What follows belongs to an exercise in optimizing a design on an open flow for small area; a production flow would make more cautious choices.
At most, simulation tests tie the RTL to the original design; equivalence was not proved.
Power is estimated from default activity; no workload was simulated.

==> inputs of exp/pepper <==
## lcd_frame_refresh
module lcd_frame_refresh #(
    parameter int unsigned ROWS        = 4,
    parameter int unsigned COLS        = 20,
    parameter int unsigned POWERUP_CYC = 40_000,
    parameter int unsigned SETUP_CYC   = 4,
    parameter int unsigned E_HIGH_CYC  = 25,
    parameter int unsigned CMD_CYC     = 200,
    parameter int unsigned LONG_CYC    = 4_000,
    localparam int unsigned NCHR       = ROWS * COLS,
    localparam int unsigned AW         = $clog2(NCHR + 1)
) (
    input  logic          clk,
    input  logic          rst,
    input  logic          wr_en,
    input  logic [AW-1:0] wr_addr,
    input  logic [7:0]    wr_data,
    output logic          lcd_rs,
    output logic          lcd_rw,
    output logic          lcd_e,
    output logic [7:0]    lcd_data,
    output logic          init_done,
    output logic          frame_done
);
    localparam int unsigned RL     = 16;                
    localparam int unsigned NRING  = (NCHR + RL - 1) / RL;
  ...
Settings: LEC_CHECK=0, CAP_MARGIN=0, CORE_MARGIN=2, CORE_UTILIZATION=65, PLACE_DENSITY=0.75, SLEW_MARGIN=0, SYNTH_HIERARCHICAL=1, SYNTH_MINIMUM_KEEP_SIZE=0; clock period 10.0 ns.
standard.sh (not shown) runs the stock make flow with config.mk's settings and CLKGATE_MAP_FILE= SYNTH_SCRIPT=/design/flow/synth_recipe.tcl, a recipe that flattens the netlist after the stock synthesis.
==> flow/flow/run.sh <==
#!/bin/bash
# Own layout flow: the standard ORFS flow (standard.sh, unchanged synthesis), with
# smaller port buffers (buf_1) and clock tree synthesis with small leaf clusters of
# clkbuf_8 and no dummy loads. The make output goes to standard.log; ORFS writes each
# step's full log under orfs/logs/.
set -euo pipefail
cd "$(dirname "$0")/.."
export BUFFER_PORTS_ARGS="-buffer_cell sky130_fd_sc_hd__buf_1"
export CTS_ARGS="-sink_clustering_enable -repair_clock_nets -sink_clustering_size 18 -sink_clustering_max_diameter 60 -buf_list sky130_fd_sc_hd__clkbuf_8 -dont_use_dummy_load"
bash standard.sh > standard.log 2>&1
==> exp/quartz: changes against exp/pepper <==
--- a/flow/flow/run.sh
+++ b/flow/flow/run.sh
@@ -7,4 +7,4 @@
 cd "$(dirname "$0")/.."
 export BUFFER_PORTS_ARGS="-buffer_cell sky130_fd_sc_hd__buf_1"
-export CTS_ARGS="-sink_clustering_enable -repair_clock_nets -sink_clustering_size 18 -sink_clustering_max_diameter 60 -buf_list sky130_fd_sc_hd__clkbuf_8 -dont_use_dummy_load"
+export CTS_ARGS="-sink_clustering_enable -repair_clock_nets -sink_clustering_size 10 -sink_clustering_max_diameter 40 -buf_list sky130_fd_sc_hd__clkbuf_4 -dont_use_dummy_load"
 bash standard.sh > standard.log 2>&1
--- a/flow/config.mk
+++ b/flow/config.mk
@@ -8,6 +8,9 @@
 export CAP_MARGIN = 0
 export CORE_MARGIN = 2
-export CORE_UTILIZATION = 65
-export PLACE_DENSITY = 0.75
+export CORE_UTILIZATION = 80
+export CTS_BUF_LIST = sky130_fd_sc_hd__clkbuf_16
+export CTS_CLUSTER_DIAMETER = 80
+export CTS_CLUSTER_SIZE = 30
+export PLACE_DENSITY = 0.88
 export SLEW_MARGIN = 0
 export SYNTH_HIERARCHICAL = 1
==> notes <==
In flip-flop and latch count, exp/quartz and exp/pepper do not differ. exp/quartz finished but fails on capacitance limit, slew limit. exp/pepper completed with no timing, DRC or antenna violations. In exp/pepper the sequential share of layout area is lower than in exp/quartz, by 0.28 points. In exp/pepper the register-to-register slack is lower than in exp/quartz, by 0.02 ns. Synthesized cell count is the same in exp/pepper and exp/quartz. Of exp/pepper and exp/quartz, exp/quartz has the higher wire length (gap 1.7%, measured against exp/quartz). Of exp/quartz and exp/pepper, exp/quartz has the higher non-clock buffer count (gap 6). In exp/pepper the die area is higher than in exp/quartz, by 22%.
==> figures <==
metric	exp/pepper	exp/quartz
Outcome	no timing/DRC/antenna violations	complete, but fails checks
Reasons for failing layout checks	-	capacitance limit, slew limit
Number of inserted diodes	0	2
Global-route wire length before repair	91000 um	91000 um
Register-to-register path setup slack	6.00 ns	6.02 ns
Layout Nets	1908	1948
Data required time at the worst endpoint	10.43 ns	10.56 ns
Seq/total area	62.8%	63.1%
H-tree lvl count	2	3
Delay of the slowest critical-path stage	0.96 ns	0.88 ns
Relative slew slack	4.78%	-13.0%
Flop pwr share	64.2%	64.5%
Terminus of the critical flop-to-flop path	slot_q[11][3]	slot_q[76][2]
Overall Global Routing Usage	36.0%	45.0%
Clock Latency Late Sink	0.61 ns	0.77 ns
Total cell area at the placement stage	21400 sq um	21300 sq um
Non-Filler Cell Area, Final	22000 sq um	21900 sq um


==> 09-24 <==
Starting RTL as in the previous note.
export LEC_CHECK = 0
export CAP_MARGIN = 20
export CORE_MARGIN = 2
export CORE_UTILIZATION = 80
export PLACE_DENSITY = 0.88
export SLEW_MARGIN = 20
export SYNTH_HIERARCHICAL = 1
export SYNTH_MINIMUM_KEEP_SIZE = 0
create_clock -name core_clock -period 10.0 [get_ports {clk}]
==> flow/flow/run.sh <==
#!/bin/bash
# Own layout flow: the standard ORFS flow (standard.sh, unchanged synthesis), with
# smaller port buffers (buf_1) and clock tree synthesis with small leaf clusters of
# clkbuf_8 and no dummy loads. The make output goes to standard.log; ORFS writes each
# step's full log under orfs/logs/.
set -euo pipefail
cd "$(dirname "$0")/.."
export BUFFER_PORTS_ARGS="-buffer_cell sky130_fd_sc_hd__buf_1"
export CTS_ARGS="-sink_clustering_enable -repair_clock_nets -sink_clustering_size 18 -sink_clustering_max_diameter 60 -buf_list sky130_fd_sc_hd__clkbuf_8 -dont_use_dummy_load"
bash standard.sh > standard.log 2>&1
==> 11-07: changes against 09-24 <==
CAP_MARGIN = 0   (was 20)
CTS_BUF_LIST = sky130_fd_sc_hd__clkbuf_16   (was unset)
CTS_CLUSTER_DIAMETER = 80   (was unset)
CTS_CLUSTER_SIZE = 30   (was unset)
SLEW_MARGIN = 0   (was 20)
==> impl_metrics.toml <==
[routing]
first_pass_iters = 8
via_per_inst = 7.49

[pwr]
p_leak_nw = 8.37

[setup_path]
required_ns = 10.48
r2r_end = "slot_q[53][0]"

[final_layout]
nNetsFinal = 1915
fin_area_um2 = 22000
area_delta_synth_final_pct = 6.02

[clock_network]
clk_latency_ns = 0.61

[sta]
maxSlewHeadroom_pct = 9.19
fin_ws_ns = 4.95

[global_route]
grt_pass1_vias = 15500

[run_status]
status = "complete, no violations"
(the above is from 09-24)
==> impl_metrics.toml <==
[run_status]
status = "finished with violations"
violations = "capacitance limit, slew limit"

[final_layout]
nNetsFinal = 1913
area_delta_synth_final_pct = 5.67
clkbuf_count = 45
fin_area_um2 = 22000
nFillCells = 1365

[routing]
via_per_inst = 7.50
first_pass_iters = 18

[setup_path]
required_ns = 10.39
path_buf_inv = 3

[global_route]
grt_pass1_vias = 15600

[sta]
final_max_slew_viol_count = 7
fin_ws_ns = 4.72

[clock_network]
clk_latency_ns = 0.60

[pwr]
p_leak_nw = 8.34

[flow_run]
maxCapViolations = 2
(the above is from 11-07)


==> job 7991: inputs <==
lcd_frame_refresh, a different RTL version from the one above (not shown whole).
make LEC_CHECK=0 CAP_MARGIN=20 CORE_MARGIN=2 CORE_UTILIZATION=65 CTS_BUF_LIST=sky130_fd_sc_hd__clkbuf_8 CTS_CLUSTER_SIZE=20 PLACE_DENSITY=0.75 SLEW_MARGIN=20 SYNTH_HIERARCHICAL=1 SYNTH_MINIMUM_KEEP_SIZE=0 finish   # period 10.0 ns
run.sh (not shown) runs the stock make flow with config.mk's settings and CLKGATE_MAP_FILE= SYNTH_SCRIPT=/design/flow/synth_recipe.tcl, a recipe that flattens the netlist after the stock synthesis.
Stock flow here: none of the scripts above is used.
==> job 8545 (differences from job 7991) <==
--- a/flow/design.v
+++ b/flow/design.v
@@ -18,18 +18,21 @@
     output logic          lcd_rw,
     output logic          lcd_e,
     output logic [7:0]    lcd_data,
     output logic          init_done,
     output logic          frame_done
 );
+    localparam int unsigned RL     = 16;                
+    localparam int unsigned NRING  = (NCHR + RL - 1) / RL;
+    localparam int unsigned HW     = AW - 4;            
     localparam int unsigned E_ON   = SETUP_CYC - 1;
     localparam int unsigned E_OFF  = SETUP_CYC + E_HIGH_CYC - 1;
     localparam int unsigned DONE_S = SETUP_CYC + E_HIGH_CYC + CMD_CYC - 1;
     localparam int unsigned DONE_L = SETUP_CYC + E_HIGH_CYC + LONG_CYC - 1;
-    localparam int unsigned PU_K   = (POWERUP_CYC - 1) / NCHR;
-    localparam int unsigned Q_RST  = (POWERUP_CYC - 1) % NCHR;
+    localparam int unsigned PU_K   = (POWERUP_CYC - 1) / RL;
+    localparam int unsigned Q_RST  = (POWERUP_CYC - 1) % RL;
     localparam int unsigned TMAX   = (DONE_L > PU_K) ? DONE_L : PU_K;
     localparam int unsigned CNT_W  = $clog2(TMAX + 1);
     localparam int unsigned N_RST  = NCHR - 8;
     function automatic logic reached(input logic [CNT_W-1:0] c, input int unsigned k);
         reached = ((c & CNT_W'(k)) == CNT_W'(k));
     endfunction
@@ -41,13 +44,13 @@
             3'd5:             init_byte = 8'h01;
             3'd6:             init_byte = 8'h06;
             default:          init_byte = 8'h0C;
         endcase
     endfunction
     logic [CNT_W-1:0] cnt_q;
-    logic [AW-1:0]    q_q;        
+    logic [3:0]       q_q;        
     logic [AW-1:0]    nidx_q;     
     logic             busy_q;
     logic             dirty_q;
     logic [7:0]       hold_q;     
     logic             rs_q, e_q, init_done_q, frame_done_q;
     logic [7:0]       data_q;
@@ -61,13 +64,13 @@
     assign idle      =  init_done_q && !busy_q;
     assign xfer_addr =  init_done_q &&  busy_q && !rs_q;
     assign xfer_char =  init_done_q &&  busy_q &&  rs_q;
     logic long_c, done_c, q_zero;
     assign long_c = in_init && (step <= 3'd2 || step == 3'd5);
     assign done_c = busy_q && (long_c ? reached(cnt_q, DONE_L) : reached(cnt_q, DONE_S));
-    assign q_zero = (q_q == '0);
+    assign q_zero = (q_q == 4'd0);
     logic row_end, last_chr;
     always_comb begin
         row_end = 1'b0;
         for (int r = 0; r < int'(ROWS); r++)
             if (nidx_q == AW'(r * COLS)) row_end = 1'b1;
     end
@@ -92,20 +95,20 @@
         else if (pu_launch)   l_byte = init_byte(3'd0);
         else                  l_byte = init_byte(step + 3'd1);
     end
     always_ff @(posedge clk) begin
         if (rst) begin
             cnt_q   <= '0;
-            q_q     <= AW'(Q_RST);
+            q_q     <= 4'(Q_RST);
             nidx_q  <= AW'(N_RST);
             busy_q  <= 1'b0;
             dirty_q <= 1'b1;
         end else begin
             cnt_q   <= (launch || done_c) ? '0
                      : cnt_q + CNT_W'(busy_q || (powerup && q_zero));
-            q_q     <= q_zero ? AW'(NCHR - 1) : q_q - AW'(1);
+            q_q     <= q_q - 4'd1;
             if (nidx_inc) nidx_q <= (nidx_q == AW'(NCHR - 1)) ? '0 : nidx_q + AW'(1);
             busy_q  <= launch || (busy_q && !done_c);
             dirty_q <= wr_ok || (dirty_q && !addr0_launch);
         end
     end
     always_ff @(posedge clk or posedge rst) begin
@@ -124,67 +127,77 @@
                           : e_q ? !reached(cnt_q, E_OFF)
                           : (busy_q && cnt_q == CNT_W'(E_ON));
             init_done_q  <= init_done_q || init_end;
             frame_done_q <= char_done && last_chr;
         end
     end
-    logic [AW:0]   wdiff;
-    logic [AW-1:0] wslot;
-    assign wdiff = {1'b0, wr_addr} - {1'b0, q_q};
-    assign wslot = wdiff[AW] ? AW'(wdiff[AW-1:0] + AW'(NCHR)) : wdiff[AW-1:0];
-    logic [(NCHR+15)/16-1:0] sel_hi;
-    logic [15:0]             sel_lo;
-    logic [NCHR-1:0]         sel;
-    always_comb begin
-        for (int h = 0; h < int'((NCHR + 15) / 16); h++)
-            sel_hi[h] = (wr_ok && wslot[AW-1:4] == (AW-4)'(h)) || rst;
-        for (int l = 0; l < 16; l++)
-            sel_lo[l] = (wslot[3:0] == 4'(l)) || rst;
-        for (int p = 0; p < int'(NCHR); p++)
-            sel[p] = sel_hi[p / 16] && sel_lo[p % 16];
+    logic [3:0] wslot;
+    assign wslot = wr_addr[3:0] - q_q;
+    logic [NRING-1:0] sel_hi;
+    logic [RL-1:0]    sel_lo;
+    always_comb begin
+        for (int h = 0; h < int'(NRING); h++)
+            sel_hi[h] = (wr_ok && wr_addr[AW-1:4] == HW'(h)) || rst;
+        for (int l = 0; l < int'(RL); l++)
+            sel_lo[l] = (wslot == 4'(l)) || rst;
     end
     logic [7:0] x_even, x_odd;
     assign x_even = rst ? 8'hFF : ~(wr_data ^ 8'h20);
     assign x_odd  = rst ? 8'h00 : (wr_data ^ 8'h20);
-    logic [7:0] slot_q [NCHR];
-    logic [7:0] slot_d [NCHR];
-    for (genvar p = 0; p < int'(NCHR); p++) begin : g_slot
-        if (p % 2 == 0) begin : g_even
+    logic [7:0] slot_q [NRING][RL];
+    logic [7:0] slot_d [NRING][RL];
+    for (genvar h = 0; h < int'(NRING); h++) begin : g_ring
+        for (genvar j = 0; j < int'(RL); j++) begin : g_slot
+            logic sel, sel_n;
+            lcd_frame_refresh_sel u_sel (
+                .hi(sel_hi[h]), .lo(sel_lo[j]), .hi_n(!sel_hi[h]), .lo_n(!sel_lo[j]),
+                .sel(sel), .sel_n(sel_n)
+            );
             for (genvar b = 0; b < 8; b++) begin : g_bit
                 lcd_frame_refresh_cell u_cell (
-                    .sel_n(!sel[p]), .sel(sel[p]), .x(x_even[b]),
-                    .prev(slot_q[(p + NCHR - 1) % NCHR][b]), .d(slot_d[p][b])
-                );
-            end
-        end else begin : g_odd
-            for (genvar b = 0; b < 8; b++) begin : g_bit
-                lcd_frame_refresh_cell u_cell (
-                    .sel_n(!sel[p]), .sel(sel[p]), .x(x_odd[b]),
-                    .prev(slot_q[p - 1][b]), .d(slot_d[p][b])
+                    .sel_n(sel_n), .sel(sel),
+                    .x((j % 2 == 0) ? x_even[b] : x_odd[b]),
+                    .prev(slot_q[h][(j + RL - 1) % RL][b]), .d(slot_d[h][j][b])
                 );
             end
         end
     end
     always_ff @(posedge clk) begin
-        for (int p = 0; p < int'(NCHR); p++) slot_q[p] <= slot_d[p];
+        for (int h = 0; h < int'(NRING); h++)
+            for (int j = 0; j < int'(RL); j++) slot_q[h][j] <= slot_d[h][j];
     end
     logic [7:0] tap_byte;
-    assign tap_byte = ~slot_q[NCHR-1] ^ 8'h20;
+    always_comb begin
+        tap_byte = 8'h20;
+        for (int h = 0; h < int'(NRING); h++)
+            if (nidx_q[AW-1:4] == HW'(h)) tap_byte = ~slot_q[h][RL-1] ^ 8'h20;
+    end
     logic snoop, capture;
     assign snoop   = wr_ok && (wr_addr == nidx_q);
-    assign capture = (q_q == nidx_q);
+    assign capture = (q_q == nidx_q[3:0]);
     always_ff @(posedge clk) begin
         if (snoop)        hold_q <= wr_data;
         else if (capture) hold_q <= tap_byte;
     end
     assign lcd_rs     = rs_q;
     assign lcd_rw     = 1'b0;
     assign lcd_e      = e_q;
     assign lcd_data   = data_q;
     assign init_done  = init_done_q;
     assign frame_done = frame_done_q;
+endmodule
+module lcd_frame_refresh_sel (
+    input  logic hi,
+    input  logic lo,
+    input  logic hi_n,
+    input  logic lo_n,
+    output logic sel,
+    output logic sel_n
+);
+    assign sel   = !(hi_n || lo_n);
+    assign sel_n = !(hi && lo);
 endmodule
 module lcd_frame_refresh_cell (
     input  logic sel_n,
     input  logic sel,
     input  logic x,
     input  logic prev,
Settings changed: CTS_CLUSTER_DIAMETER set to 60, CTS_CLUSTER_SIZE 20 to 18.
==> job 9765 (differences from job 7991) <==
--- a/flow/design.v
+++ b/flow/design.v
@@ -18,18 +18,21 @@
     output logic          lcd_rw,
     output logic          lcd_e,
     output logic [7:0]    lcd_data,
     output logic          init_done,
     output logic          frame_done
 );
+    localparam int unsigned RL     = 16;                
+    localparam int unsigned NRING  = (NCHR + RL - 1) / RL;
+    localparam int unsigned HW     = AW - 4;            
     localparam int unsigned E_ON   = SETUP_CYC - 1;
     localparam int unsigned E_OFF  = SETUP_CYC + E_HIGH_CYC - 1;
     localparam int unsigned DONE_S = SETUP_CYC + E_HIGH_CYC + CMD_CYC - 1;
     localparam int unsigned DONE_L = SETUP_CYC + E_HIGH_CYC + LONG_CYC - 1;
-    localparam int unsigned PU_K   = (POWERUP_CYC - 1) / NCHR;
-    localparam int unsigned Q_RST  = (POWERUP_CYC - 1) % NCHR;
+    localparam int unsigned PU_K   = (POWERUP_CYC - 1) / RL;
+    localparam int unsigned Q_RST  = (POWERUP_CYC - 1) % RL;
     localparam int unsigned TMAX   = (DONE_L > PU_K) ? DONE_L : PU_K;
     localparam int unsigned CNT_W  = $clog2(TMAX + 1);
     localparam int unsigned N_RST  = NCHR - 8;
     function automatic logic reached(input logic [CNT_W-1:0] c, input int unsigned k);
         reached = ((c & CNT_W'(k)) == CNT_W'(k));
     endfunction
@@ -41,13 +44,13 @@
             3'd5:             init_byte = 8'h01;
             3'd6:             init_byte = 8'h06;
             default:          init_byte = 8'h0C;
         endcase
     endfunction
     logic [CNT_W-1:0] cnt_q;
-    logic [AW-1:0]    q_q;        
+    logic [3:0]       q_q;        
     logic [AW-1:0]    nidx_q;     
     logic             busy_q;
     logic             dirty_q;
     logic [7:0]       hold_q;     
     logic             rs_q, e_q, init_done_q, frame_done_q;
     logic [7:0]       data_q;
@@ -61,13 +64,13 @@
     assign idle      =  init_done_q && !busy_q;
     assign xfer_addr =  init_done_q &&  busy_q && !rs_q;
     assign xfer_char =  init_done_q &&  busy_q &&  rs_q;
     logic long_c, done_c, q_zero;
     assign long_c = in_init && (step <= 3'd2 || step == 3'd5);
     assign done_c = busy_q && (long_c ? reached(cnt_q, DONE_L) : reached(cnt_q, DONE_S));
-    assign q_zero = (q_q == '0);
+    assign q_zero = (q_q == 4'd0);
     logic row_end, last_chr;
     always_comb begin
         row_end = 1'b0;
         for (int r = 0; r < int'(ROWS); r++)
             if (nidx_q == AW'(r * COLS)) row_end = 1'b1;
     end
@@ -92,20 +95,20 @@
         else if (pu_launch)   l_byte = init_byte(3'd0);
         else                  l_byte = init_byte(step + 3'd1);
     end
     always_ff @(posedge clk) begin
         if (rst) begin
             cnt_q   <= '0;
-            q_q     <= AW'(Q_RST);
+            q_q     <= 4'(Q_RST);
             nidx_q  <= AW'(N_RST);
             busy_q  <= 1'b0;
             dirty_q <= 1'b1;
         end else begin
             cnt_q   <= (launch || done_c) ? '0
                      : cnt_q + CNT_W'(busy_q || (powerup && q_zero));
-            q_q     <= q_zero ? AW'(NCHR - 1) : q_q - AW'(1);
+            q_q     <= q_q - 4'd1;
             if (nidx_inc) nidx_q <= (nidx_q == AW'(NCHR - 1)) ? '0 : nidx_q + AW'(1);
             busy_q  <= launch || (busy_q && !done_c);
             dirty_q <= wr_ok || (dirty_q && !addr0_launch);
         end
     end
     always_ff @(posedge clk or posedge rst) begin
@@ -124,67 +127,77 @@
                           : e_q ? !reached(cnt_q, E_OFF)
                           : (busy_q && cnt_q == CNT_W'(E_ON));
             init_done_q  <= init_done_q || init_end;
             frame_done_q <= char_done && last_chr;
         end
     end
-    logic [AW:0]   wdiff;
-    logic [AW-1:0] wslot;
-    assign wdiff = {1'b0, wr_addr} - {1'b0, q_q};
-    assign wslot = wdiff[AW] ? AW'(wdiff[AW-1:0] + AW'(NCHR)) : wdiff[AW-1:0];
-    logic [(NCHR+15)/16-1:0] sel_hi;
-    logic [15:0]             sel_lo;
-    logic [NCHR-1:0]         sel;
-    always_comb begin
-        for (int h = 0; h < int'((NCHR + 15) / 16); h++)
-            sel_hi[h] = (wr_ok && wslot[AW-1:4] == (AW-4)'(h)) || rst;
-        for (int l = 0; l < 16; l++)
-            sel_lo[l] = (wslot[3:0] == 4'(l)) || rst;
-        for (int p = 0; p < int'(NCHR); p++)
-            sel[p] = sel_hi[p / 16] && sel_lo[p % 16];
+    logic [3:0] wslot;
+    assign wslot = wr_addr[3:0] - q_q;
+    logic [NRING-1:0] sel_hi;
+    logic [RL-1:0]    sel_lo;
+    always_comb begin
+        for (int h = 0; h < int'(NRING); h++)
+            sel_hi[h] = (wr_ok && wr_addr[AW-1:4] == HW'(h)) || rst;
+        for (int l = 0; l < int'(RL); l++)
+            sel_lo[l] = (wslot == 4'(l)) || rst;
     end
     logic [7:0] x_even, x_odd;
     assign x_even = rst ? 8'hFF : ~(wr_data ^ 8'h20);
     assign x_odd  = rst ? 8'h00 : (wr_data ^ 8'h20);
-    logic [7:0] slot_q [NCHR];
-    logic [7:0] slot_d [NCHR];
-    for (genvar p = 0; p < int'(NCHR); p++) begin : g_slot
-        if (p % 2 == 0) begin : g_even
+    logic [7:0] slot_q [NRING][RL];
+    logic [7:0] slot_d [NRING][RL];
+    for (genvar h = 0; h < int'(NRING); h++) begin : g_ring
+        for (genvar j = 0; j < int'(RL); j++) begin : g_slot
+            logic sel, sel_n;
+            lcd_frame_refresh_sel u_sel (
+                .hi(sel_hi[h]), .lo(sel_lo[j]), .hi_n(!sel_hi[h]), .lo_n(!sel_lo[j]),
+                .sel(sel), .sel_n(sel_n)
+            );
             for (genvar b = 0; b < 8; b++) begin : g_bit
                 lcd_frame_refresh_cell u_cell (
-                    .sel_n(!sel[p]), .sel(sel[p]), .x(x_even[b]),
-                    .prev(slot_q[(p + NCHR - 1) % NCHR][b]), .d(slot_d[p][b])
-                );
-            end
-        end else begin : g_odd
-            for (genvar b = 0; b < 8; b++) begin : g_bit
-                lcd_frame_refresh_cell u_cell (
-                    .sel_n(!sel[p]), .sel(sel[p]), .x(x_odd[b]),
-                    .prev(slot_q[p - 1][b]), .d(slot_d[p][b])
+                    .sel_n(sel_n), .sel(sel),
+                    .x((j % 2 == 0) ? x_even[b] : x_odd[b]),
+                    .prev(slot_q[h][(j + RL - 1) % RL][b]), .d(slot_d[h][j][b])
                 );
             end
         end
     end
     always_ff @(posedge clk) begin
-        for (int p = 0; p < int'(NCHR); p++) slot_q[p] <= slot_d[p];
+        for (int h = 0; h < int'(NRING); h++)
+            for (int j = 0; j < int'(RL); j++) slot_q[h][j] <= slot_d[h][j];
     end
     logic [7:0] tap_byte;
-    assign tap_byte = ~slot_q[NCHR-1] ^ 8'h20;
+    always_comb begin
+        tap_byte = 8'h20;
+        for (int h = 0; h < int'(NRING); h++)
+            if (nidx_q[AW-1:4] == HW'(h)) tap_byte = ~slot_q[h][RL-1] ^ 8'h20;
+    end
     logic snoop, capture;
     assign snoop   = wr_ok && (wr_addr == nidx_q);
-    assign capture = (q_q == nidx_q);
+    assign capture = (q_q == nidx_q[3:0]);
     always_ff @(posedge clk) begin
         if (snoop)        hold_q <= wr_data;
         else if (capture) hold_q <= tap_byte;
     end
     assign lcd_rs     = rs_q;
     assign lcd_rw     = 1'b0;
     assign lcd_e      = e_q;
     assign lcd_data   = data_q;
     assign init_done  = init_done_q;
     assign frame_done = frame_done_q;
+endmodule
+module lcd_frame_refresh_sel (
+    input  logic hi,
+    input  logic lo,
+    input  logic hi_n,
+    input  logic lo_n,
+    output logic sel,
+    output logic sel_n
+);
+    assign sel   = !(hi_n || lo_n);
+    assign sel_n = !(hi && lo);
 endmodule
 module lcd_frame_refresh_cell (
     input  logic sel_n,
     input  logic sel,
     input  logic x,
     input  logic prev,
Settings changed: CAP_MARGIN 20 to 0, CTS_BUF_LIST sky130_fd_sc_hd__clkbuf_8 to sky130_fd_sc_hd__clkbuf_16, CTS_CLUSTER_DIAMETER set to 80, CTS_CLUSTER_SIZE 20 to 30, SLEW_MARGIN 20 to 0.
==> job 7685 (differences from job 7991) <==
--- a/flow/design.v
+++ b/flow/design.v
@@ -128,40 +128,33 @@
         end
     end
     logic [AW:0]   wdiff;
     logic [AW-1:0] wslot;
     assign wdiff = {1'b0, wr_addr} - {1'b0, q_q};
     assign wslot = wdiff[AW] ? AW'(wdiff[AW-1:0] + AW'(NCHR)) : wdiff[AW-1:0];
-    logic [(NCHR+15)/16-1:0] sel_hi;
-    logic [15:0]             sel_lo;
-    logic [NCHR-1:0]         sel;
+    logic [NCHR-1:0] hit;
     always_comb begin
-        for (int h = 0; h < int'((NCHR + 15) / 16); h++)
-            sel_hi[h] = (wr_ok && wslot[AW-1:4] == (AW-4)'(h)) || rst;
-        for (int l = 0; l < 16; l++)
-            sel_lo[l] = (wslot[3:0] == 4'(l)) || rst;
-        for (int p = 0; p < int'(NCHR); p++)
-            sel[p] = sel_hi[p / 16] && sel_lo[p % 16];
+        for (int p = 0; p < int'(NCHR); p++) hit[p] = wr_ok && (wslot == AW'(p));
     end
     logic [7:0] x_even, x_odd;
-    assign x_even = rst ? 8'hFF : ~(wr_data ^ 8'h20);
+    assign x_even = ~(wr_data ^ 8'h20);
     assign x_odd  = rst ? 8'h00 : (wr_data ^ 8'h20);
     logic [7:0] slot_q [NCHR];
     logic [7:0] slot_d [NCHR];
     for (genvar p = 0; p < int'(NCHR); p++) begin : g_slot
         if (p % 2 == 0) begin : g_even
             for (genvar b = 0; b < 8; b++) begin : g_bit
                 lcd_frame_refresh_cell u_cell (
-                    .sel_n(!sel[p]), .sel(sel[p]), .x(x_even[b]),
+                    .sel_n(!hit[p] || rst), .sel(hit[p] || rst), .x(x_even[b]),
                     .prev(slot_q[(p + NCHR - 1) % NCHR][b]), .d(slot_d[p][b])
                 );
             end
         end else begin : g_odd
             for (genvar b = 0; b < 8; b++) begin : g_bit
                 lcd_frame_refresh_cell u_cell (
-                    .sel_n(!sel[p]), .sel(sel[p]), .x(x_odd[b]),
+                    .sel_n(!hit[p] && !rst), .sel(hit[p] && !rst), .x(x_odd[b]),
                     .prev(slot_q[p - 1][b]), .d(slot_d[p][b])
                 );
             end
         end
     end
     always_ff @(posedge clk) begin
Settings changed: CORE_UTILIZATION 65 to 40, CTS_BUF_LIST sky130_fd_sc_hd__clkbuf_8 to unset, CTS_CLUSTER_SIZE 20 to unset, PLACE_DENSITY 0.75 to unset.
==> qor summary <==
Status: job 7991 no timing/DRC/antenna violations; job 8545 no timing/DRC/antenna violations; job 7685 no timing/DRC/antenna violations; job 9765 no timing/DRC/antenna violations
Antenna violations before repair: job 7991 0; job 8545 1; job 7685 1; job 9765 1
Share of cell area taken by flip-flops and latches: job 7991 56.4%; job 8545 62.0%; job 7685 53.9%; job 9765 62.0%
Met2 layer usage reported by global route: job 7991 49.8%; job 8545 53.4%; job 7685 37.9%; job 9765 54.8%
Part of the total power dissipated in sequential elements: job 7991 51.8%; job 8545 63.7%; job 7685 48.8%; job 9765 63.1%
Global placement routability congestion: job 7991 0.942; job 8545 0.971; job 7685 0.914; job 9765 0.971
Final setup skew: job 7991 23.3 ps; job 8545 36.8 ps; job 7685 22.3 ps; job 9765 21.8 ps
Synth Area in Compound Gates: job 7991 26.3%; job 8545 22.6%; job 7685 25.3%; job 9765 22.6%
Initial Util: job 7991 66.3%; job 8545 66.0%; job 7685 40.3%; job 9765 66.0%
Sequential power: job 7991 3.09 mW; job 8545 3.41 mW; job 7685 2.76 mW; job 9765 3.41 mW
Total inserted antenna cells: job 7991 0; job 8545 0; job 7685 2; job 9765 0
Highest cell delay on the worst timing path: job 7991 930 ps; job 8545 1030 ps; job 7685 800 ps; job 9765 1080 ps
Beginning of the worst hold path: job 7991 slot_q[56][7]$_DFF_P_; job 8545 slot_q[23][4]$_DFF_P_; job 7685 slot_q[36][4]$_DFF_P_; job 9765 slot_q[19][1]$_DFF_P_
Part of the Yosys area used for sequential elements: job 7991 64.4%; job 8545 66.7%; job 7685 63.1%; job 9765 66.7%
Wire length the detailed router placed on met1: job 7991 25.6 mm; job 8545 24.9 mm; job 7685 30.9 mm; job 9765 24.6 mm
Function not checked in job 7991 and job 7685: the RTL went through the layout flow alone.

-- afterwards: timing with drivers on the ports --
The results above use ideal ports. As a check the final layouts listed here were re-extracted and re-timed, cells and wires unchanged.
Step 1: set_driving_cell puts a clkbuf_16 on clk and a buf_2 on each other input, an assumption about the parent block.
Step 2 adds t to the input delays and takes it off the output delays; t is the mean of the earliest and latest rising clock arrival at the registers after step 1. Input paths then give back, and output paths get back, about the clock's delay inside the block.
Three values: ideal, step 1, step 2; two values: the first two.
run | t, ns | slack for setup (ns) | hold WS [ns] | worst setup path at the end
exp/pepper | 0.629 | 4.899 / 4.918 / 4.289 | 0.390 / 0.390 / 0.390 | input to register
exp/quartz | 0.773 | 5.037 / 5.053 / 4.280 | 0.388 / 0.388 / 0.388 | input to register
09-24 | 0.635 | 4.954 / 4.982 / 4.347 | 0.380 / 0.380 / 0.380 | input to register
11-07 | 0.615 | 4.720 / 4.747 / 4.132 | 0.381 / 0.381 / 0.381 | input to register
job 7991 | 0.709 | 4.145 / 4.171 / 3.462 | 0.405 / 0.405 / 0.405 | input to register
job 8545 | 0.654 | 5.084 / 5.111 / 4.457 | 0.402 / 0.402 / 0.402 | input to register
job 9765 | 0.635 | 4.968 / 4.997 / 4.361 | 0.409 / 0.409 / 0.409 | input to register
job 7685 | 0.657 | 3.197 / 3.224 / 2.567 | 0.405 / 0.405 / 0.405 | input to register
For exp/quartz, which loses most, drivers alone change the setup slack by +0.016 ns; drivers and shift together by -0.757 ns.
